From an optimization exercise on the open Yosys and OpenROAD flow, aimed at small area; shortcuts taken in it are not production practice. Function was checked by simulation only, so behaviour that the tests miss may differ from the original. Power figures rest on the tool's default switching activity, not on a simulated workload.

==> flow/config.mk <==
export PLATFORM = sky130hd
export DESIGN_NAME = register_file
export DESIGN_NICKNAME = register_file
export VERILOG_FILES = /design/flow/design.v
export SDC_FILE = /design/flow/constraint.sdc
export NUM_CORES = 4
export LEC_CHECK = 0
export CAP_MARGIN = 20
export CORE_MARGIN = 2
export CORE_UTILIZATION = 25
export PLACE_DENSITY = 0.35
export SETUP_SLACK_MARGIN = 0.2
export SLEW_MARGIN = 20
==> flow/constraint.sdc <==
create_clock -name core_clock -period 8.0 [get_ports {Clock}]
set_input_delay 1.6000 -clock core_clock [delete_from_list [all_inputs] [get_ports {Clock}]]
set_output_delay 1.6000 -clock core_clock [all_outputs]
set_load 0.01 [all_outputs]
==> flow/design.v <==
module register_file #(
  parameter bit BYPASS = 1'b1
) (
  input  logic        Clock,
  input  logic        NReset,
  input  logic        WriteEnable,
  input  logic [4:0]  WriteAddr,
  input  logic [31:0] WriteData,
  input  logic [4:0]  ReadAddrA,
  input  logic [4:0]  ReadAddrB,
  output logic [31:0] ReadDataA,
  output logic [31:0] ReadDataB,
  input  logic [4:0]  DebugAddr,
  output logic [31:0] DebugData
);
  logic [31:0] r [32];
  logic        wr;
  always_ff @(posedge Clock or negedge NReset)
    if (!NReset) for (int i = 0; i < 32; i++) r[i] <= '0;
    else if (wr) r[WriteAddr] <= WriteData;
  always_comb begin
    wr        = NReset && WriteEnable && WriteAddr != 5'd0;
    ReadDataA = !NReset || ReadAddrA == 5'd0 ? '0 :
                BYPASS && wr && ReadAddrA == WriteAddr ? WriteData : r[ReadAddrA];
    ReadDataB = !NReset || ReadAddrB == 5'd0 ? '0 :
                BYPASS && wr && ReadAddrB == WriteAddr ? WriteData : r[ReadAddrB];
    DebugData = !NReset || DebugAddr == 5'd0 ? '0 : r[DebugAddr];
  end
endmodule
==> flow/run.sh <==
#!/bin/bash
# synth_recipe.tcl (not shown) runs the flow's synth.tcl, then flattens the netlist and writes it again
# the make line also repeats each setting of config.mk as NAME=value (left out here)
make -C /OpenROAD-flow-scripts/flow DESIGN_CONFIG=/design/flow/config.mk WORK_HOME=/design/flow/orfs CLKGATE_MAP_FILE= SYNTH_SCRIPT=/design/flow/synth_recipe.tcl finish
==> results of run 1 <==
==> stage by stage <==
stage,instances,total power [mW],cell area [um^2]
2_1_floorplan,5477,7.36,57600
3_3_place_gp,8552,9.09,65400
3_5_place_dp,8556,9.08,65500
4_1_cts,8793,15.2,69800
5_1_grt,8800,15.6,69800
6_report,8849,15.3,70000
==> where the power goes <==
group	total, mW	internal, mW	switching, mW
clock network	6.10	3.48	2.62
logic	2.24	0.882	1.36
registers	6.95	5.67	1.27
==> worst min path at each step <==
stage | start | cells past startpoint | slack (ns) | endpoint
4_1_cts | r[16][28] | 1 | 0.54 | r[16][28]
3_5_place_dp | r[16][28] | 1 | 0.53 | r[16][28]
3_3_place_gp | r[1][29] | 1 | 0.52 | r[1][29]
2_1_floorplan | r[1][30] | 2 | 0.49 | r[1][30]
6_report | r[16][28] | 1 | 0.55 | r[16][28]
5_1_grt | r[16][28] | 1 | 0.57 | r[16][28]
==> cells by family (layout without fill, tap and decap cells) <==
family	Yosys count	in the layout	share of synthesized area (%)
compound gates	1607	1607	20.6
simple gates	1274	1274	11.8
mux	1016	1016	19.8
flops	992	992	43.1
other cells	0	56	0
xor+xnor	10	10	0.152
buf+inv	578	868	4.47
==> layer usage <==
layer / GRT usage (%) / vias up / wire length [um]
met5: 0.163 / - / 289
met4: 29.5 / 34 / 43500
met3: 14.7 / 2045 / 58400
met2: 58.8 / 6060 / 206000
met1: 53.1 / 32900 / 199000
li1: - / 21900 / -
==> placed cells by master (no fill, tap or decap), drive strengths merged, types with 131 or more instances in the layout <==
cell	n
clkbuf	191
nand4	180
nand2	275
nor2	180
and3	193
buf	481
clkdlybuf4s50	131
nand3	172
a22oi	1088
dfrtp	992
mux2	989
==> critical path: stages <==
cell and delay [ns]:
sky130_fd_sc_hd__buf_2 0.57, sky130_fd_sc_hd__buf_4 0.43, sky130_fd_sc_hd__or3b_1 0.42, sky130_fd_sc_hd__nor2_4 0.07, sky130_fd_sc_hd__buf_4 0.37, sky130_fd_sc_hd__a2111oi_0 0.72
sky130_fd_sc_hd__nand3_1 0.17, sky130_fd_sc_hd__nor4_2 0.81, sky130_fd_sc_hd__o21ai_0 0.17, sky130_fd_sc_hd__buf_4 0.24, sky130_fd_sc_hd__clkdlybuf4s50_1 0.50
==> final cells by class <==
type,count,area share [%]
flip-flops and latches,992,35.5
well taps,3026,5.41
repair buffers,612,8.10
inverters,19,0.102
multi-input cells,3907,44.6
diodes,56,0.200
clock buffers,191,5.53
clock inverters,46,0.599
==> insert_results.sql, run 1 <==
INSERT INTO impl_metrics (metric_group, metric, value, unit) VALUES
('outcome', 'outcome', 'complete, no violations', ''),
('job', 'cap_violations', '0', ''),
('placed_design', 'hpwl', '344', 'mm'),
('placed_design', 'worst_slack_at_placement', '0.511', 'ns'),
('routing', 'detail-route-antenna-nets', '0', ''),
('cells_and_area', 'area_occupied_by_multi_input_gates', '31200', 'um^2'),
('worst_setup_path', 'r2r-end', 'r[9][6]', ''),
('clocking', 'clock-root-buffer', 'sky130_fd_sc_hd__clkbuf_16', ''),
('global_routing', 'grt_pass1_wl', '645', 'mm'),
('routing', 'via_count', '63000', ''),
('timing', 'hold_violations', '0', ''),
('cells_and_area', 'number_of_nets_in_the_layout', '5720', ''),
('worst_setup_path', 'startpoint', 'ReadAddrA[0]', ''),
('clocking', 'clkLatencyLatePin', '0.82', 'ns'),
('cells_and_area', 'registers_with_the_most_flip_flops', 'r x992', ''),
('clocking', 'cts.hold.buffers_added', '0', ''),
('yosys', 'number_of_enable_flip_flop_cells_after_synthesis', '0', ''),
('timing', 'fin_worst_skew', '0', 'ns'),
('worst_setup_path', 'timing.critical_path.arrival', '6.15', 'ns'),
('worst_setup_path', 'regToRegStartpoint', 'r[9][6]', ''),
('yosys', 'synth_seq_cells', '992', ''),
('clocking', 'postCtsSetupRepairBufs', '0', ''),
('yosys', 'avg_synthesized_cell_area', '10.5', 'um^2'),
('worst_setup_path', 'crit_end', 'ReadDataA[26]', ''),
('clocking', 'clock_path_buffers', '3', ''),
('yosys', 'syn-cell-area', '57600', 'um^2'),
('clocking', 'tritoncts_clock_tree', 'done', ''),
('routing', 'routed_wl', '507', 'mm'),
('routing', 'remaining_drc_errors', '0', ''),
('yosys', 'yosys.area.top_type', 'sky130_fd_sc_hd__dfrtp_1', ''),
('timing', 'final.period_utilization', '96.9', '%'),
('yosys', 'synth.top_cells.by_count', '1088 x sky130_fd_sc_hd__a22oi_1, 992 x sky130_fd_sc_hd__dfrtp_1, 989 x sky130_fd_sc_hd__mux2_2', ''),
('cells_and_area', 'largest_register_ff_count', '992', ''),
('clocking', 'cts-htree-levels', '4', ''),
('yosys', 'yosysSeqAreaShare', '43.1', '%'),
('global_routing', 'grt_start_max_net_pins', '144', ''),
('worst_setup_path', 'timing.critical_path.required', '6.40', 'ns'),
('clocking', 'clock_pin_slew_reported_for_the_worst_setup_and_hold_paths_after_clock_tree_synthesis', '0.06', 'ns'),
('placed_design', 'placement.io_buffers', '150', ''),
('floorplan', 'core_ar', '229000', 'um^2'),
('routing', 'drt_first_iter_violations', '11800', ''),
('routing', 'route.detailed.vias_per_inst', '7.12', ''),
('worst_setup_path', 'worstSetupStartpointType', 'primary input', ''),
('timing', 'fin_hold_ws', '0.547', 'ns'),
('yosys', 'yosys_most_used_dff', 'sky130_fd_sc_hd__dfrtp_1', ''),
('timing', 'timing_worst_slew_pin_value', '1.33', 'ns'),
('worst_setup_path', 'reg2reg_setup_slack', '6.96', 'ns'),
('floorplan', 'design.die.area', '234000', 'um^2'),
('timing', 'finalWorstPathRequiredPeriod', '7.75', 'ns'),
('yosys', 'synthCells', '5477', ''),
('clocking', 'clock_buffer_count_from_cts', '133', ''),
('yosys', 'cells_taking_the_most_area_after_synthesis', 'sky130_fd_sc_hd__dfrtp_1 43%, sky130_fd_sc_hd__mux2_2 19%, sky130_fd_sc_hd__a22oi_1 14%, sky130_fd_sc_hd__and3_1 2.1%, sky130_fd_sc_hd__buf_2 2.0%', ''),
('placed_design', 'place_congestion', '1.02', ''),
('worst_setup_path', 'worstRegToRegCells', '1', ''),
('global_routing', 'grt_pass1_vias', '58300', ''),
('cells_and_area', 'final_core_util', '30.5', '%'),
('routing', 'firstDrtPassIters', '8', ''),
('power_and_ir_drop', 'leakagePower', '29.6', 'nW'),
('timing', 'timing.slew.headroom', '11.4', '%'),
('cells_and_area', 'ff_latch_area', '24800', 'um^2'),
('global_routing', 'gr-total-overflow', '0', ''),
('power_and_ir_drop', 'vdd_ir_drop_max', '0.214', 'mV'),
('global_routing', 'groute.usage.overall', '41.9', '%'),
('timing', 'final-max-slew-violation-count', '0', ''),
('floorplan', 'io-pin-count', '151', ''),
('timing', 'rsz0062_at_grt', 'false', ''),
('power_and_ir_drop', 'powerDensity', '219', 'nW/um^2'),
('floorplan', 'rows', '176', ''),
('timing', 'timing.final.ws_setup', '0.251', 'ns'),
('worst_setup_path', 'cp-end-kind', 'output pin', ''),
('timing', 'maxClockFrequency', '0.129', 'GHz');
==> inputs of run 2 (changes only) <==
==> flow/design.v (replaced) <==
module register_file #(
  parameter bit BYPASS = 1'b1
) (
  input  logic        Clock,
  input  logic        NReset,
  input  logic        WriteEnable,
  input  logic [4:0]  WriteAddr,
  input  logic [31:0] WriteData,
  input  logic [4:0]  ReadAddrA,
  input  logic [4:0]  ReadAddrB,
  output logic [31:0] ReadDataA,
  output logic [31:0] ReadDataB,
  input  logic [4:0]  DebugAddr,
  output logic [31:0] DebugData
);
  logic [31:0] r [1:31];
  logic [31:1] valid;
  logic [31:1] wsel;
  logic        wr;
  logic        bypA, bypB;
  logic [31:0] selA, selB, selD;
  always_comb begin
    wr = NReset && WriteEnable && WriteAddr != 5'd0;
    for (int i = 1; i < 32; i++) wsel[i] = wr && WriteAddr == 5'(i);
  end
  always_ff @(posedge Clock or negedge NReset)
    if (!NReset) valid <= '0;
    else valid <= valid | wsel;
  always_ff @(posedge Clock)
    for (int i = 1; i < 32; i++)
      if (wsel[i]) r[i] <= WriteData;
  always_comb begin
    bypA = BYPASS && wr && ReadAddrA == WriteAddr;
    bypB = BYPASS && wr && ReadAddrB == WriteAddr;
    selA[0] = bypA;
    selB[0] = bypB;
    selD[0] = 1'b0;
    for (int i = 1; i < 32; i++) begin
      selA[i] = !bypA && valid[i] && ReadAddrA == 5'(i);
      selB[i] = !bypB && valid[i] && ReadAddrB == 5'(i);
      selD[i] = valid[i] && DebugAddr == 5'(i);
    end
  end
  for (genvar b = 0; b < 32; b++) begin : g_bit
    logic [31:0] col;
    assign col[0] = WriteData[b];
    for (genvar i = 1; i < 32; i++) begin : g_col
      assign col[i] = r[i][b];
    end
    rf_sel32 u_a (.sel(selA), .d(col), .y(ReadDataA[b]));
    rf_sel32 u_b (.sel(selB), .d(col), .y(ReadDataB[b]));
    rf_sel31 u_d (.sel(selD[31:1]), .d(col[31:1]), .y(DebugData[b]));
  end
endmodule
module rf_sel32 (
  input  logic [31:0] sel,
  input  logic [31:0] d,
  output logic        y
);
  logic [10:0] n;
  for (genvar g = 0; g < 10; g++) begin : g_aoi
    rf_aoi222 u (.a1(sel[3*g]), .a2(d[3*g]), .b1(sel[3*g+1]), .b2(d[3*g+1]),
                 .c1(sel[3*g+2]), .c2(d[3*g+2]), .y(n[g]));
  end
  rf_aoi22 u_last (.a1(sel[30]), .a2(d[30]), .b1(sel[31]), .b2(d[31]), .y(n[10]));
  rf_or_nand11 u_or (.n(n), .y(y));
endmodule
module rf_sel31 (
  input  logic [30:0] sel,
  input  logic [30:0] d,
  output logic        y
);
  logic [10:0] n;
  for (genvar g = 0; g < 10; g++) begin : g_aoi
    rf_aoi222 u (.a1(sel[3*g]), .a2(d[3*g]), .b1(sel[3*g+1]), .b2(d[3*g+1]),
                 .c1(sel[3*g+2]), .c2(d[3*g+2]), .y(n[g]));
  end
  rf_nand2 u_last (.a(sel[30]), .b(d[30]), .y(n[10]));
  rf_or_nand11 u_or (.n(n), .y(y));
endmodule
module rf_or_nand11 (
  input  logic [10:0] n,
  output logic        y
);
  logic [2:0] p;
  rf_nand4 u0 (.a(n[0]), .b(n[1]), .c(n[2]), .d(n[3]), .y(p[0]));
  rf_nand4 u1 (.a(n[4]), .b(n[5]), .c(n[6]), .d(n[7]), .y(p[1]));
  rf_nand3 u2 (.a(n[8]), .b(n[9]), .c(n[10]), .y(p[2]));
  rf_or3   u3 (.a(p[0]), .b(p[1]), .c(p[2]), .y(y));
endmodule
module rf_aoi222 (
  input  logic a1, a2, b1, b2, c1, c2,
  output logic y
);
  assign y = !((a1 && a2) || (b1 && b2) || (c1 && c2));
endmodule
module rf_aoi22 (
  input  logic a1, a2, b1, b2,
  output logic y
);
  assign y = !((a1 && a2) || (b1 && b2));
endmodule
module rf_nand2 (
  input  logic a, b,
  output logic y
);
  assign y = !(a && b);
endmodule
module rf_nand3 (
  input  logic a, b, c,
  output logic y
);
  assign y = !(a && b && c);
endmodule
module rf_nand4 (
  input  logic a, b, c, d,
  output logic y
);
  assign y = !(a && b && c && d);
endmodule
module rf_or3 (
  input  logic a, b, c,
  output logic y
);
  assign y = a || b || c;
endmodule
--- a/flow/config.mk
+++ b/flow/config.mk
@@ -11,3 +11,4 @@
 export PLACE_DENSITY = 0.35
 export SETUP_SLACK_MARGIN = 0.2
 export SLEW_MARGIN = 20
+export SYNTH_HIERARCHICAL = 1
==> insert_results.sql, run 2 <==
INSERT INTO impl_metrics (metric_group, metric, value, unit) VALUES
('yosys', 'nets_in_the_synthesized_netlist', '2837', ''),
('placed_design', 'place_congestion', '0.913', ''),
('floorplan', 'initial_utilization', '25.1', '%'),
('placed_design', 'hpwl', '177', 'mm'),
('worst_setup_path', 'worstSetupStartpointType', 'primary input', ''),
('placed_design', 'placement.io_buffers', '150', ''),
('clocking', 'clock_pin_slew_reported_for_the_worst_setup_and_hold_paths_after_clock_tree_synthesis', '0.06', 'ns'),
('timing', 'maxClockFrequency', '0.130', 'GHz'),
('yosys', 'synth.top_cells.by_count', '992 x sky130_fd_sc_hd__edfxtp_1, 960 x sky130_fd_sc_hd__a222oi_1, 192 x sky130_fd_sc_hd__nand4_1', ''),
('cells_and_area', 'postLayoutCellArea', '57000', 'um^2'),
('yosys', 'synthCells', '2782', ''),
('routing', 'routed_wire_length_per_instance', '49.5', 'um'),
('cells_and_area', 'number_of_nets_in_the_layout', '3347', ''),
('timing', 'fin_hold_ws', '0.544', 'ns'),
('worst_setup_path', 'slowest_delay', '0.98', 'ns'),
('yosys', 'yosys.cell_types.count', '33', ''),
('worst_setup_path', 'critical-path-slowest-cell', 'sky130_fd_sc_hd__nor4_2', ''),
('hold_path', 'hold-path-endpoint', 'valid[6]', ''),
('yosys', 'synth_most_common_cell', 'sky130_fd_sc_hd__edfxtp_1', ''),
('worst_setup_path', 'worstPathCellList', 'clkdlybuf4s50_1 -> or3_4 -> o21ai_4 -> nor3_4 -> buf_12 -> buf_4 -> nor4_2 -> buf_4 -> a222oi_1 -> nand4_1 -> or3_1 -> clkdlybuf4s50_1', ''),
('cells_and_area', 'layout-area-overhead-vs-synth', '26.1', '%'),
('worst_setup_path', 'timing.critical_path.required', '6.40', 'ns'),
('timing', 'timing_worst_slew_pin_value', '1.16', 'ns'),
('timing', 'rsz0062_at_grt', 'false', ''),
('global_routing', 'grt_pass1_wl', '374', 'mm'),
('timing', 'hold_violations', '0', ''),
('placed_design', 'post_placement_cell_area', '52800', 'um^2'),
('worst_setup_path', 'setup.worst_path.class', 'in -> out', ''),
('cells_and_area', 'largest_register_ff_count', '992', ''),
('clocking', 'cts-htree-levels', '3', ''),
('worst_setup_path', 'reg2reg_setup_slack', '7.11', 'ns'),
('floorplan', 'rows', '156', ''),
('routing', 'firstDrtPassIters', '17', ''),
('power_and_ir_drop', 'vdd_ir_drop_max', '0.165', 'mV'),
('clocking', 'tritoncts_clock_tree', 'done', ''),
('global_routing', 'grt_antenna_before_repair', '30', ''),
('clocking', 'clock-root-buffer', 'sky130_fd_sc_hd__clkbuf_16', ''),
('yosys', 'yosysSeqAreaShare', '67.6', '%'),
('clocking', 'clock_sinks', '1023', ''),
('worst_setup_path', 'regToRegStartpoint', 'valid[7]', ''),
('yosys', 'yosys_warnings', '8', ''),
('global_routing', 'gr-total-overflow', '0', ''),
('timing', 'setup_viol', '0', ''),
('worst_setup_path', 'worstPathMaxFanout', '14', ''),
('yosys', 'syn-cell-area', '45200', 'um^2'),
('routing', 'route.detailed.vias_per_inst', '7.36', ''),
('routing', 'detail-route-antenna-nets', '0', ''),
('hold_path', 'hp-class', 'reg -> reg', ''),
('cells_and_area', 'mostFrequentLayoutCell', 'sky130_fd_sc_hd__edfxtp_1', ''),
('floorplan', 'design.die.area', '184000', 'um^2'),
('power_and_ir_drop', 'clock_power_share', '45.5', '%'),
('routing', 'remaining_drc_errors', '0', ''),
('floorplan', 'io-pin-count', '151', ''),
('worst_setup_path', 'timing.critical_path.arrival', '6.10', 'ns'),
('timing', 'timing.final.ws_setup', '0.302', 'ns'),
('outcome', 'outcome', 'complete, no violations', ''),
('timing', 'fin_worst_skew', '0', 'ns'),
('cells_and_area', 'layout.cells.most_common_list', '992 x sky130_fd_sc_hd__edfxtp_1, 960 x sky130_fd_sc_hd__a222oi_1, 223 x sky130_fd_sc_hd__buf_4, 192 x sky130_fd_sc_hd__nand4_1, 147 x sky130_fd_sc_hd__clkdlybuf4s50_1', ''),
('global_routing', 'grt_pass1_vias', '40700', ''),
('timing', 'total_negative_slack', '0', 'ns'),
('power_and_ir_drop', 'power_frac_comb', '7.6', '%'),
('hold_path', 'hold_path_startpoint', 'valid[6]', ''),
('placed_design', 'worst_slack_at_placement', '0.232', 'ns'),
('worst_setup_path', 'cp-end-kind', 'output pin', ''),
('job', 'cap_violations', '0', ''),
('power_and_ir_drop', 'seq_power_share', '46.9', '%'),
('hold_path', 'min_path_cells', '1', ''),
('worst_setup_path', 'cp_num_buf_inv', '5', ''),
('worst_setup_path', 'cp_top_family', 'buffers and inverters', ''),
('global_routing', 'groute.usage.overall', '29.7', '%'),
('yosys', 'async_reset_ff_share', '3.03', '%'),
('clocking', 'clock_buffer_count_from_cts', '120', ''),
('routing', 'drt_first_iter_violations', '14200', ''),
('cells_and_area', 'registers.top_by_ff_count', 'r', ''),
('placed_design', 'inst_count_dp', '5535', ''),
('yosys', 'avg_synthesized_cell_area', '16.2', 'um^2'),
('clocking', 'clkLatencyLatePin', '0.78', 'ns'),
('timing', 'timing.slew.headroom', '22.3', '%'),
('yosys', 'yosys_most_used_dff', 'sky130_fd_sc_hd__edfxtp_1', ''),
('clocking', 'clock_path_buffers', '3', ''),
('worst_setup_path', 'r2r-end', 'valid[7]', ''),
('power_and_ir_drop', 'power_switching_share', '24.3', '%'),
('power_and_ir_drop', 'netSwitchingPower', '3.12', 'mW'),
('yosys', 'number_of_enable_flip_flop_cells_after_synthesis', '992', ''),
('power_and_ir_drop', 'leakagePower', '17.6', 'nW'),
('yosys', 'cells_taking_the_most_area_after_synthesis', 'sky130_fd_sc_hd__edfxtp_1 66%, sky130_fd_sc_hd__a222oi_1 21%, sky130_fd_sc_hd__nand4_1 2.7%, sky130_fd_sc_hd__a22oi_2 1.8%, sky130_fd_sc_hd__dfrtp_1 1.7%', ''),
('floorplan', 'die_height', '429', 'um'),
('timing', 'final.period_utilization', '96.2', '%'),
('routing', 'via_count', '42600', ''),
('cells_and_area', 'instances_no_fill', '5783', ''),
('yosys', 'synth_largest_type_area_fraction', '65.9', '%'),
('timing', 'finalWorstPathRequiredPeriod', '7.70', 'ns'),
('routing', 'routed_wl', '286', 'mm'),
('power_and_ir_drop', 'internal_power', '9.71', 'mW'),
('cells_and_area', 'registers_with_the_most_flip_flops', 'r x992, valid x31', ''),
('timing', 'final-max-slew-violation-count', '0', ''),
('worst_setup_path', 'worstRegToRegCells', '1', ''),
('floorplan', 'fp.dieW', '429', 'um'),
('yosys', 'synth_seq_cells', '1023', ''),
('yosys', 'yosys.area.top_type', 'sky130_fd_sc_hd__edfxtp_1', ''),
('power_and_ir_drop', 'powerDensity', '225', 'nW/um^2'),
('power_and_ir_drop', 'finalPower', '12.8', 'mW'),
('clocking', 'ctsResizeCount', '0', ''),
('floorplan', 'core_ar', '180000', 'um^2'),
('cells_and_area', 'drive_above_1_share', '20.1', '%'),
('global_routing', 'grt_start_max_net_pins', '40', ''),
('cells_and_area', 'final_core_util', '31.6', '%');
[run 2: changes by cell type in the layout (fill, tap and decap cells not counted), moves of 64 or more]
cell	previous run	this run
sky130_fd_sc_hd__nor4_1	65	0
sky130_fd_sc_hd__a222oi_1	19	960
sky130_fd_sc_hd__or3_1	12	97
sky130_fd_sc_hd__dfrtp_1	992	31
sky130_fd_sc_hd__a22oi_2	0	64
sky130_fd_sc_hd__nand2_1	269	84
sky130_fd_sc_hd__a22oi_1	1088	0
sky130_fd_sc_hd__nor2_4	114	25
sky130_fd_sc_hd__and3_1	191	2
sky130_fd_sc_hd__o21ai_0	100	0
sky130_fd_sc_hd__edfxtp_1	0	992
sky130_fd_sc_hd__buf_4	403	223
sky130_fd_sc_hd__a21oi_1	117	0
sky130_fd_sc_hd__mux2_2	989	0
[run 2: layout make-up]
cell class,count,area (um^2)
Tap cell,2370,2970
Multi-Input combinational cell,1728,15200
Clock buffer,134,3100
Clock inverter,96,1030
Antenna cell,13,32.5
Timing Repair Buffer,419,4060
Sequential cell,1023,30600
Fill cell,17500,123000
[run 2: how the worst max path moves through the flow]
stage / startpoint / slack (ns) / depth (start not counted) / to
finish: WriteAddr[4] / 0.30 / 12 / ReadDataB[7]
global placement: WriteAddr[1] / -0.23 / 12 / ReadDataA[7]
detailed placement: WriteAddr[4] / 0.23 / 11 / ReadDataB[11]
global route: WriteAddr[4] / 0.31 / 12 / ReadDataB[8]
CTS: WriteAddr[4] / 0.22 / 11 / ReadDataB[11]
floorplan: WriteAddr[1] / 0.77 / 9 / ReadDataB[0]
[run 2: Yosys stat by module, one instance, submodules excluded, excerpt]
module         times used  area [um^2]
rf_nand2               32         3.75
rf_aoi22               64         12.5
rf_nand3               96         5.00
rf_aoi222             960         10.0
register_file           1        32400
rf_or3                 96         6.26
rf_nand4              192         6.26
[run 2: cells by family (layout without fill, tap and decap cells)]
| group | Yosys count | after routing | synth area share (%) |
|---|---|---|---|
| and+or+nand+nor | 693 | 693 | 8.73 |
| DFF | 1023 | 1023 | 67.6 |
| AOI/OAI and AO/OA | 1025 | 1025 | 23.1 |
| other | 0 | 13 | 0 |
| buffers and inverters | 31 | 649 | 0.390 |
| xor gates and xnor gates | 10 | 10 | 0.194 |
[run 2: metal layers]
layer	global-route usage, %	vias up	routed length [um]
met2	44.4	4816	122000
met3	9.42	1172	38800
met1	37.3	21300	104000
li1	-	15300	-
met5	0	-	101
met4	18.3	12	20800
[run 2: timing repair]
| action | CTS | global route |
|---|---|---|
| setup endpoints to repair | 0 | 1 |
| hold buffers | 0 | 0 |
| buffers inserted | 0 | 5 |
| hold endpoints to repair | 0 | 0 |
[run 2: power groups by stage]
stage                     combinational, mW  sequential, mW  clock [mW]
after floorplan                       0.322            6.09           0
after global placement                0.949            6.13           0
after detailed placement              0.953            6.13           0
after CTS                             0.956            6.01        5.92
after global routing                  0.995            6.02        6.11
final                                 0.979            6.02        5.83
==> inputs of run 3 (changes only) <==
--- a/flow/design.v
+++ b/flow/design.v
@@ -57,13 +57,14 @@
   input  logic [31:0] d,
   output logic        y
 );
-  logic [10:0] n;
+  logic [11:0] n;
   for (genvar g = 0; g < 10; g++) begin : g_aoi
     rf_aoi222 u (.a1(sel[3*g]), .a2(d[3*g]), .b1(sel[3*g+1]), .b2(d[3*g+1]),
                  .c1(sel[3*g+2]), .c2(d[3*g+2]), .y(n[g]));
   end
-  rf_aoi22 u_last (.a1(sel[30]), .a2(d[30]), .b1(sel[31]), .b2(d[31]), .y(n[10]));
-  rf_or_nand11 u_or (.n(n), .y(y));
+  rf_nand2 u_n30 (.a(sel[30]), .b(d[30]), .y(n[10]));
+  rf_nand2 u_n31 (.a(sel[31]), .b(d[31]), .y(n[11]));
+  rf_or_nand12 u_or (.n(n), .y(y));
 endmodule
 module rf_sel31 (
   input  logic [30:0] sel,
@@ -77,6 +78,16 @@
   end
   rf_nand2 u_last (.a(sel[30]), .b(d[30]), .y(n[10]));
   rf_or_nand11 u_or (.n(n), .y(y));
+endmodule
+module rf_or_nand12 (
+  input  logic [11:0] n,
+  output logic        y
+);
+  logic [2:0] p;
+  rf_nand4 u0 (.a(n[0]), .b(n[1]), .c(n[2]), .d(n[3]), .y(p[0]));
+  rf_nand4 u1 (.a(n[4]), .b(n[5]), .c(n[6]), .d(n[7]), .y(p[1]));
+  rf_nand4 u2 (.a(n[8]), .b(n[9]), .c(n[10]), .d(n[11]), .y(p[2]));
+  rf_or3   u3 (.a(p[0]), .b(p[1]), .c(p[2]), .y(y));
 endmodule
 module rf_or_nand11 (
   input  logic [10:0] n,
@@ -93,12 +104,6 @@
   output logic y
 );
   assign y = !((a1 && a2) || (b1 && b2) || (c1 && c2));
-endmodule
-module rf_aoi22 (
-  input  logic a1, a2, b1, b2,
-  output logic y
-);
-  assign y = !((a1 && a2) || (b1 && b2));
 endmodule
 module rf_nand2 (
   input  logic a, b,
==> flow/flow/run.sh (new file) <==
#!/bin/bash
# Standard ORFS layout (standard synthesis unchanged) with smaller port buffers and a clock tree
# without dummy loads and with larger sink clusters.
set -euo pipefail
bash standard.sh \
  "BUFFER_PORTS_ARGS=-buffer_cell sky130_fd_sc_hd__buf_2" \
  "CTS_ARGS=-sink_clustering_enable -repair_clock_nets -dont_use_dummy_load -buf_list sky130_fd_sc_hd__clkbuf_16 -sink_clustering_size 20 -sink_clustering_max_diameter 100" \
  finish > standard.log 2>&1
==> flow/standard.sh (new file) <==
#!/bin/bash
# synth_recipe.tcl (not shown) runs the flow's synth.tcl, then flattens the netlist and writes it again
# the make line also repeats each setting of config.mk as NAME=value (left out here)
make -C /OpenROAD-flow-scripts/flow DESIGN_CONFIG=/design/flow/config.mk WORK_HOME=/design/flow/orfs CLKGATE_MAP_FILE= SYNTH_SCRIPT=/design/flow/synth_recipe.tcl "${@:-finish}"
==> flow/config.mk (replaced) <==
export PLATFORM = sky130hd
export DESIGN_NAME = register_file
export DESIGN_NICKNAME = register_file
export VERILOG_FILES = /design/flow/design.v
export SDC_FILE = /design/flow/constraint.sdc
export NUM_CORES = 4
export LEC_CHECK = 0
export CAP_MARGIN = 10
export CELL_PAD_IN_SITES_DETAIL_PLACEMENT = 1
export CELL_PAD_IN_SITES_GLOBAL_PLACEMENT = 1
export CORE_MARGIN = 2
export CORE_UTILIZATION = 35
export PLACE_DENSITY = 0.5
export SETUP_SLACK_MARGIN = 0.05
export SLEW_MARGIN = 10
export SYNTH_HIERARCHICAL = 1
removed: flow/run.sh
==> insert_results.sql, run 3 <==
INSERT INTO impl_metrics (metric_group, metric, value, unit) VALUES
('outcome', 'outcome', 'complete, no violations', ''),
('yosys', 'yosys.area.top_type', 'sky130_fd_sc_hd__edfxtp_1', ''),
('placed_design', 'place_congestion', '0.921', ''),
('cells_and_area', 'number_of_nets_in_the_layout', '3239', ''),
('power_and_ir_drop', 'leakagePower', '15.7', 'nW'),
('yosys', 'synthCells', '2846', ''),
('clocking', 'clock_path_buffers', '3', ''),
('global_routing', 'grt_antenna_before_repair', '11', ''),
('clocking', 'cts.hold.buffers_added', '0', ''),
('timing', 'total_negative_slack', '0', 'ns'),
('job', 'cap_violations', '0', ''),
('global_routing', 'grt_start_max_net_pins', '64', ''),
('worst_setup_path', 'worstPathMaxFanout', '47', ''),
('yosys', 'yosys_warnings', '8', ''),
('yosys', 'synth_seq_cells', '1023', ''),
('power_and_ir_drop', 'seq_power_share', '61.1', '%'),
('placed_design', 'hpwl', '145', 'mm'),
('clocking', 'clock_sinks', '1023', ''),
('worst_setup_path', 'timing.critical_path.arrival', '5.28', 'ns'),
('hold_path', 'hp-class', 'reg -> reg', ''),
('power_and_ir_drop', 'internal_power', '7.44', 'mW'),
('cells_and_area', 'layout.cells.most_common_list', '992 x sky130_fd_sc_hd__edfxtp_1, 960 x sky130_fd_sc_hd__a222oi_1, 256 x sky130_fd_sc_hd__nand4_1, 212 x sky130_fd_sc_hd__nand2_1, 155 x sky130_fd_sc_hd__buf_4', ''),
('timing', 'final-max-slew-violation-count', '0', ''),
('global_routing', 'groute.usage.overall', '37.1', '%'),
('cells_and_area', 'registers_with_the_most_flip_flops', 'r x992, valid x31', ''),
('cells_and_area', 'final_core_util', '40.0', '%'),
('yosys', 'syn-cell-area', '45000', 'um^2'),
('routing', 'route.detailed.vias_per_inst', '8.45', ''),
('worst_setup_path', 'cp-end-kind', 'output pin', ''),
('cells_and_area', 'registers.top_by_ff_count', 'r', ''),
('timing', 'timing.slew.headroom', '10.2', '%'),
('clocking', 'clock_pin_slew_reported_for_the_worst_setup_and_hold_paths_after_clock_tree_synthesis', '0.09', 'ns'),
('worst_setup_path', 'reg2reg_setup_slack', '7.10', 'ns'),
('yosys', 'yosysSeqAreaShare', '68.0', '%'),
('yosys', 'yosys_most_used_dff', 'sky130_fd_sc_hd__edfxtp_1', ''),
('cells_and_area', 'layout-area-overhead-vs-synth', '13.4', '%'),
('cells_and_area', 'instances_no_fill', '4851', ''),
('routing', 'routed_wire_length_per_instance', '51.8', 'um'),
('yosys', 'number_of_enable_flip_flop_cells_after_synthesis', '992', ''),
('yosys', 'synth.top_cells.by_count', '992 x sky130_fd_sc_hd__edfxtp_1, 960 x sky130_fd_sc_hd__a222oi_1, 256 x sky130_fd_sc_hd__nand4_1', ''),
('clocking', 'clkLatencyLatePin', '0.71', 'ns'),
('cells_and_area', 'fill_cells', '12700', ''),
('clocking', 'clock_buffer_count_from_cts', '58', ''),
('yosys', 'avg_synthesized_cell_area', '15.8', 'um^2'),
('timing', 'maxClockFrequency', '0.145', 'GHz'),
('floorplan', 'core_ar', '128000', 'um^2'),
('timing', 'hold_violations', '0', ''),
('yosys', 'synth_largest_type_area_fraction', '66.3', '%'),
('worst_setup_path', 'worstSetupStartpointType', 'primary input', ''),
('timing', 'setup_viol', '0', ''),
('floorplan', 'fp.dieW', '362', 'um'),
('timing', 'final.period_utilization', '86.0', '%'),
('floorplan', 'initial_utilization', '35.3', '%'),
('clocking', 'ctsResizeCount', '0', ''),
('global_routing', 'grt_pass1_wl', '338', 'mm'),
('power_and_ir_drop', 'power_switching_share', '24.3', '%'),
('clocking', 'clock-root-buffer', 'sky130_fd_sc_hd__clkbuf_16', ''),
('routing', 'drt_first_iter_violations', '10900', ''),
('cells_and_area', 'mostFrequentLayoutCell', 'sky130_fd_sc_hd__edfxtp_1', ''),
('worst_setup_path', 'setup.worst_path.class', 'in -> out', ''),
('yosys', 'synth_most_common_cell', 'sky130_fd_sc_hd__edfxtp_1', ''),
('clocking', 'postCtsSetupRepairBufs', '0', ''),
('cells_and_area', 'ff_latch_area', '30600', 'um^2'),
('global_routing', 'gr-total-overflow', '0', ''),
('cells_and_area', 'largest_register_ff_count', '992', ''),
('clocking', 'tritoncts_clock_tree', 'done', ''),
('global_routing', 'grt_pass1_vias', '40500', ''),
('floorplan', 'design.die.area', '131000', 'um^2'),
('routing', 'via_count', '41000', ''),
('routing', 'routed_wl', '251', 'mm'),
('floorplan', 'io-pin-count', '151', ''),
('power_and_ir_drop', 'vdd_ir_drop_max', '0.169', 'mV'),
('floorplan', 'die_height', '362', 'um'),
('power_and_ir_drop', 'powerDensity', '193', 'nW/um^2'),
('timing', 'finalWorstPathRequiredPeriod', '6.88', 'ns'),
('routing', 'detail-route-antenna-nets', '0', ''),
('power_and_ir_drop', 'power_frac_comb', '7.6', '%'),
('timing', 'fin_worst_skew', '0', 'ns'),
('clocking', 'cts-htree-levels', '2', ''),
('timing', 'timing_worst_slew_pin_value', '1.34', 'ns'),
('placed_design', 'placement.io_buffers', '150', ''),
('timing', 'rsz0062_at_grt', 'false', ''),
('yosys', 'async_reset_ff_share', '3.03', '%'),
('yosys', 'cells_taking_the_most_area_after_synthesis', 'sky130_fd_sc_hd__edfxtp_1 66%, sky130_fd_sc_hd__a222oi_1 21%, sky130_fd_sc_hd__nand4_1 3.6%, sky130_fd_sc_hd__nand2_1 1.8%, sky130_fd_sc_hd__dfrtp_1 1.7%', ''),
('yosys', 'nets_in_the_synthesized_netlist', '2901', ''),
('power_and_ir_drop', 'clock_power_share', '31.3', '%'),
('yosys', 'yosys.cell_types.count', '32', ''),
('floorplan', 'rows', '131', ''),
('cells_and_area', 'area_occupied_by_multi_input_gates', '14900', 'um^2'),
('cells_and_area', 'drive_above_1_share', '16.7', '%'),
('routing', 'firstDrtPassIters', '14', ''),
('placed_design', 'inst_count_dp', '4785', ''),
('worst_setup_path', 'timing.critical_path.required', '6.40', 'ns'),
('routing', 'remaining_drc_errors', '0', ''),
('power_and_ir_drop', 'netSwitchingPower', '2.39', 'mW');
run 3: changes by cell type after synthesis:
cell and delta:
sky130_fd_sc_hd__nand4_1 +64, sky130_fd_sc_hd__nand3_1 -64, sky130_fd_sc_hd__a22oi_2 -64, sky130_fd_sc_hd__nand2_1 +128
run 3: logic make-up (layout without fill, tap and decap cells):
group                  count (synthesis)  after routing  synth area share [%]
AO/OA/AOI/OAI                        961            961                  21.4
other                                  0              7                     0
flip-flops                          1023           1023                  68.0
AND/OR/NAND/NOR                      821            821                  10.0
XOR/XNOR                              10             10                 0.195
buffers and inverters                 31            367                 0.392
run 3: routing by layer:
| metal | up-vias | share of wire (%) | track usage (%) |
|---|---|---|---|
| met2 | 4206 | 44 | 56.5 |
| met3 | 1038 | 14 | 10.9 |
| met4 | 2 | 7.6 | 24.6 |
| met1 | 20800 | 35 | 45.7 |
| li1 | 14900 | - | - |
| met5 | - | 0.0052 | 0 |
run 3: area by class of cell:
cell class	count	share of cell area, %
antenna	7	0.0343
clock buffer	58	2.85
multi-input combinational	1792	29.2
sequential	1023	59.9
tap	1662	4.08
timing repair buffer	309	3.91
run 3: per-module statistics from Yosys, one instance, submodules excluded, excerpt:
module / copies in the design / cells inside / area [um^2] / flops+latches
register_file: 1 / 1342 / 32400 / 1023
rf_aoi222: 960 / 1 / 10.0 / 0
rf_nand2: 160 / 1 / 3.75 / 0
rf_nand3: 32 / 1 / 5.00 / 0
rf_nand4: 256 / 1 / 6.26 / 0
rf_or3: 96 / 1 / 6.26 / 0
run 3: final timing paths:
| check | start | end | cells past startpoint |
|---|---|---|---|
| worst max-delay path | WriteAddr[2] | ReadDataA[31] | 11 |
| worst min-delay path | valid[4] | valid[4] | 1 |
| worst max register to register | valid[29] | valid[29] | 1 |
| worst min register to register | valid[4] | valid[4] | 1 |
| max in group asynchronous | NReset | valid[25] | 2 |
| min in group asynchronous | NReset | valid[29] | 2 |
run 3: through the flow:
step	setup slack [ns]	hold slack [ns]	cell area [um^2]	power, mW
2_1_floorplan	0.784	0.468	45000	6.41
3_3_place_gp	1.34	0.512	49500	6.83
3_5_place_dp	1.29	0.510	49500	6.85
4_1_cts	1.28	0.533	51000	9.85
5_1_grt	1.08	0.559	51000	10.1
6_report	1.12	0.534	51000	9.83
run 3: power by group through the flow:
| stage | Combinational, mW | Clock (mW) | Sequential [mW] |
|---|---|---|---|
| global placement | 0.715 | 0 | 6.12 |
| floorplan | 0.317 | 0 | 6.09 |
| CTS | 0.731 | 3.12 | 6.00 |
| detailed placement | 0.729 | 0 | 6.12 |
| finish | 0.751 | 3.07 | 6.00 |
| global route | 0.781 | 3.27 | 6.01 |
run 3: critical path: stages:
cell,delay [ns]
sky130_fd_sc_hd__buf_2,0.15
sky130_fd_sc_hd__or2_1,0.42
sky130_fd_sc_hd__o21ai_4,0.28
sky130_fd_sc_hd__nor4_4,0.08
sky130_fd_sc_hd__buf_12,0.21
sky130_fd_sc_hd__nor3_2,0.93
sky130_fd_sc_hd__buf_4,0.67
sky130_fd_sc_hd__a222oi_1,0.19
sky130_fd_sc_hd__nand4_1,0.12
sky130_fd_sc_hd__or3_1,0.35
sky130_fd_sc_hd__buf_2,0.21
==> inputs of run 4 (changes only) <==
==> flow/flow/run.sh (replaced) <==
#!/bin/bash
# Standard ORFS layout (standard synthesis unchanged) with smaller port buffers and a clock tree
# without dummy loads and with larger sink clusters.
set -euo pipefail
bash standard.sh \
  "BUFFER_PORTS_ARGS=-buffer_cell sky130_fd_sc_hd__buf_2" \
  "CTS_ARGS=-sink_clustering_enable -repair_clock_nets -dont_use_dummy_load -buf_list sky130_fd_sc_hd__clkbuf_16 -sink_clustering_size 24 -sink_clustering_max_diameter 100" \
  finish > standard.log 2>&1
--- a/flow/config.mk
+++ b/flow/config.mk
@@ -9,8 +9,8 @@
 export CELL_PAD_IN_SITES_DETAIL_PLACEMENT = 1
 export CELL_PAD_IN_SITES_GLOBAL_PLACEMENT = 1
 export CORE_MARGIN = 2
-export CORE_UTILIZATION = 35
-export PLACE_DENSITY = 0.5
+export CORE_UTILIZATION = 45
+export PLACE_DENSITY = 0.6
 export SETUP_SLACK_MARGIN = 0.05
 export SLEW_MARGIN = 10
 export SYNTH_HIERARCHICAL = 1
==> insert_results.sql, run 4 <==
INSERT INTO impl_metrics (metric_group, metric, value, unit) VALUES
('yosys', 'avg_synthesized_cell_area', '15.8', 'um^2'),
('clocking', 'clock_sinks', '1023', ''),
('cells_and_area', 'mostFrequentLayoutCell', 'sky130_fd_sc_hd__edfxtp_1', ''),
('global_routing', 'grt_start_max_net_pins', '39', ''),
('clocking', 'cts.hold.buffers_added', '0', ''),
('cells_and_area', 'ff_latch_area', '30600', 'um^2'),
('cells_and_area', 'instances_no_fill', '4435', ''),
('routing', 'drt_first_iter_violations', '12400', ''),
('clocking', 'clkLatencyLatePin', '0.68', 'ns'),
('power_and_ir_drop', 'powerDensity', '190', 'nW/um^2'),
('floorplan', 'initial_utilization', '45.6', '%'),
('placed_design', 'inst_count_dp', '4382', ''),
('timing', 'timing.slew.headroom', '11.0', '%'),
('timing', 'final.period_utilization', '87.0', '%'),
('timing', 'final-max-slew-violation-count', '0', ''),
('routing', 'route.detailed.vias_per_inst', '9.21', ''),
('clocking', 'postCtsSetupRepairBufs', '0', ''),
('floorplan', 'fp.dieW', '320', 'um'),
('hold_path', 'hp-class', 'reg -> reg', ''),
('routing', 'routed_wl', '234', 'mm'),
('yosys', 'yosys.area.top_type', 'sky130_fd_sc_hd__edfxtp_1', ''),
('floorplan', 'io-pin-count', '151', ''),
('yosys', 'yosysSeqAreaShare', '68.0', '%'),
('clocking', 'tritoncts_clock_tree', 'done', ''),
('yosys', 'yosys.cell_types.count', '32', ''),
('yosys', 'syn-cell-area', '45000', 'um^2'),
('power_and_ir_drop', 'finalPower', '9.52', 'mW'),
('cells_and_area', 'registers_with_the_most_flip_flops', 'r x992, valid x31', ''),
('yosys', 'cells_taking_the_most_area_after_synthesis', 'sky130_fd_sc_hd__edfxtp_1 66%, sky130_fd_sc_hd__a222oi_1 21%, sky130_fd_sc_hd__nand4_1 3.6%, sky130_fd_sc_hd__nand2_1 1.8%, sky130_fd_sc_hd__dfrtp_1 1.7%', ''),
('placed_design', 'worst_slack_at_placement', '1.14', 'ns'),
('worst_setup_path', 'timing.critical_path.arrival', '5.36', 'ns'),
('placed_design', 'place_congestion', '0.961', ''),
('worst_setup_path', 'worstSetupStartpointType', 'primary input', ''),
('routing', 'via_count', '40900', ''),
('floorplan', 'core_ar', '98700', 'um^2'),
('worst_setup_path', 'timing.critical_path.required', '6.40', 'ns'),
('timing', 'setup_viol', '0', ''),
('yosys', 'yosys_most_used_dff', 'sky130_fd_sc_hd__edfxtp_1', ''),
('outcome', 'outcome', 'complete, no violations', ''),
('cells_and_area', 'layout-area-overhead-vs-synth', '11.3', '%'),
('floorplan', 'rows', '115', ''),
('worst_setup_path', 'reg2reg_setup_slack', '7.11', 'ns'),
('yosys', 'synthCells', '2846', ''),
('worst_setup_path', 'regToRegStartpoint', 'valid[29]', ''),
('timing', 'fin_worst_skew', '0', 'ns'),
('timing', 'hold_violations', '0', ''),
('routing', 'firstDrtPassIters', '17', ''),
('cells_and_area', 'postLayoutCellArea', '50000', 'um^2'),
('placed_design', 'post_placement_cell_area', '48800', 'um^2');
## run 4: worst paths after layout
check	endpoint	cells past startpoint
max	ReadDataB[30]	11
min	valid[10]	1
max reg2reg	valid[29]	1
min reg2reg	valid[10]	1
max in group asynchronous	valid[9]	2
min in group asynchronous	valid[1]	2
## run 4: per-module statistics from Yosys (local to each module, per instance), a selection
module / area [um^2] / flip-flops and latches / times used / cells inside
register_file: 32400 / 1023 / 1 / 1342
rf_nand3: 5.00 / 0 / 32 / 1
rf_nand4: 6.26 / 0 / 256 / 1
rf_or3: 6.26 / 0 / 96 / 1
rf_aoi222: 10.0 / 0 / 960 / 1
rf_nand2: 3.75 / 0 / 160 / 1
## run 4: cells by family after synthesis
kind of cell / Yosys count / share of synthesized area, %
flops: 1023 / 68.0
xor+xnor: 10 / 0.195
simple gates: 821 / 10.0
compound gates: 961 / 21.4
buf+inv: 31 / 0.392
## run 4: routing by layer
layer / part of all wire, % / GRT usage, %
met5: 0.11 / 1.51
met4: 7.5 / 27.3
met3: 18 / 17.7
met2: 42 / 64.2
met1: 33 / 55.7
## run 4: stage by stage
| step | hold WS [ns] | util (%) |
|---|---|---|
| after floorplan | 0.468 | - |
| after global placement | 0.506 | 49.4 |
| after detailed placement | 0.518 | 49.4 |
| after CTS | 0.543 | 50.7 |
| after global routing | 0.556 | 50.7 |
| final | 0.552 | 50.7 |
## run 4: report_power, final
part,switching [mW],internal (mW),total [mW]
registers,0.0705,5.93,6.00
clock network,1.69,1.09,2.78
logic,0.510,0.223,0.733
total,2.27,7.25,9.52
## run 4: layout make-up
type,instances,share of cell area [%]
diodes,4,0.0200
clock buffers,49,2.45
multi-input cells,1792,29.7
flip-flops and latches,1023,61.1
well taps,1287,3.22
repair buffers,280,3.48
## run 4: critical path, cell delays in order
cell and delay [ns]:
sky130_fd_sc_hd__buf_2 0.16, sky130_fd_sc_hd__or2_1 0.43, sky130_fd_sc_hd__o21ai_4 0.14, sky130_fd_sc_hd__nor3_4 0.61
sky130_fd_sc_hd__buf_12 0.38, sky130_fd_sc_hd__nor4_2 0.09, sky130_fd_sc_hd__buf_4 0.39, sky130_fd_sc_hd__a222oi_1 0.51
sky130_fd_sc_hd__nand4_1 0.18, sky130_fd_sc_hd__or3_1 0.59, sky130_fd_sc_hd__buf_2 0.22

-- what the ideal ports hide --
How much do the figures lean on ideal ports? The routed layouts below were timed once more, with nothing changed but the port constraints. Step 1 sets driving cells, clkbuf_16 on the clock port and buf_2 on the other inputs (assumed; they add their load-dependent delay and slew). Step 2 adds t to the input delays and takes it off the output delays; t is the mean of the earliest and latest rising clock arrival at the registers after step 1. Input paths then give back, and output paths get back, about the clock's delay inside the block. Three values: ideal, step 1, step 2; two values: the first two.
| run | t, ns | setup slack, ns | latest minus earliest clock arrival (ns) | worst data-port slew with drivers (ns) | pins driven straight from the clock port |
|---|---|---|---|---|---|
| run 1 | 0.946 | 0.251 / 0.105 / 0.105 | 0.051 / 0.051 | 0.20 | 1 |
| run 2 | 0.849 | 0.302 / 0.270 / 0.270 | 0.042 / 0.042 | 0.16 | 1 |
| run 3 | 0.784 | 1.117 / 1.096 / 1.096 | 0.035 / 0.034 | 0.13 | 1 |
| run 4 | 0.752 | 1.044 / 1.021 / 1.021 | 0.073 / 0.074 | 0.13 | 1 |
After both steps every run listed still meets setup and hold. For run 1, which loses most, drivers alone change the setup slack by -0.146 ns; drivers and shift together by -0.146 ns.
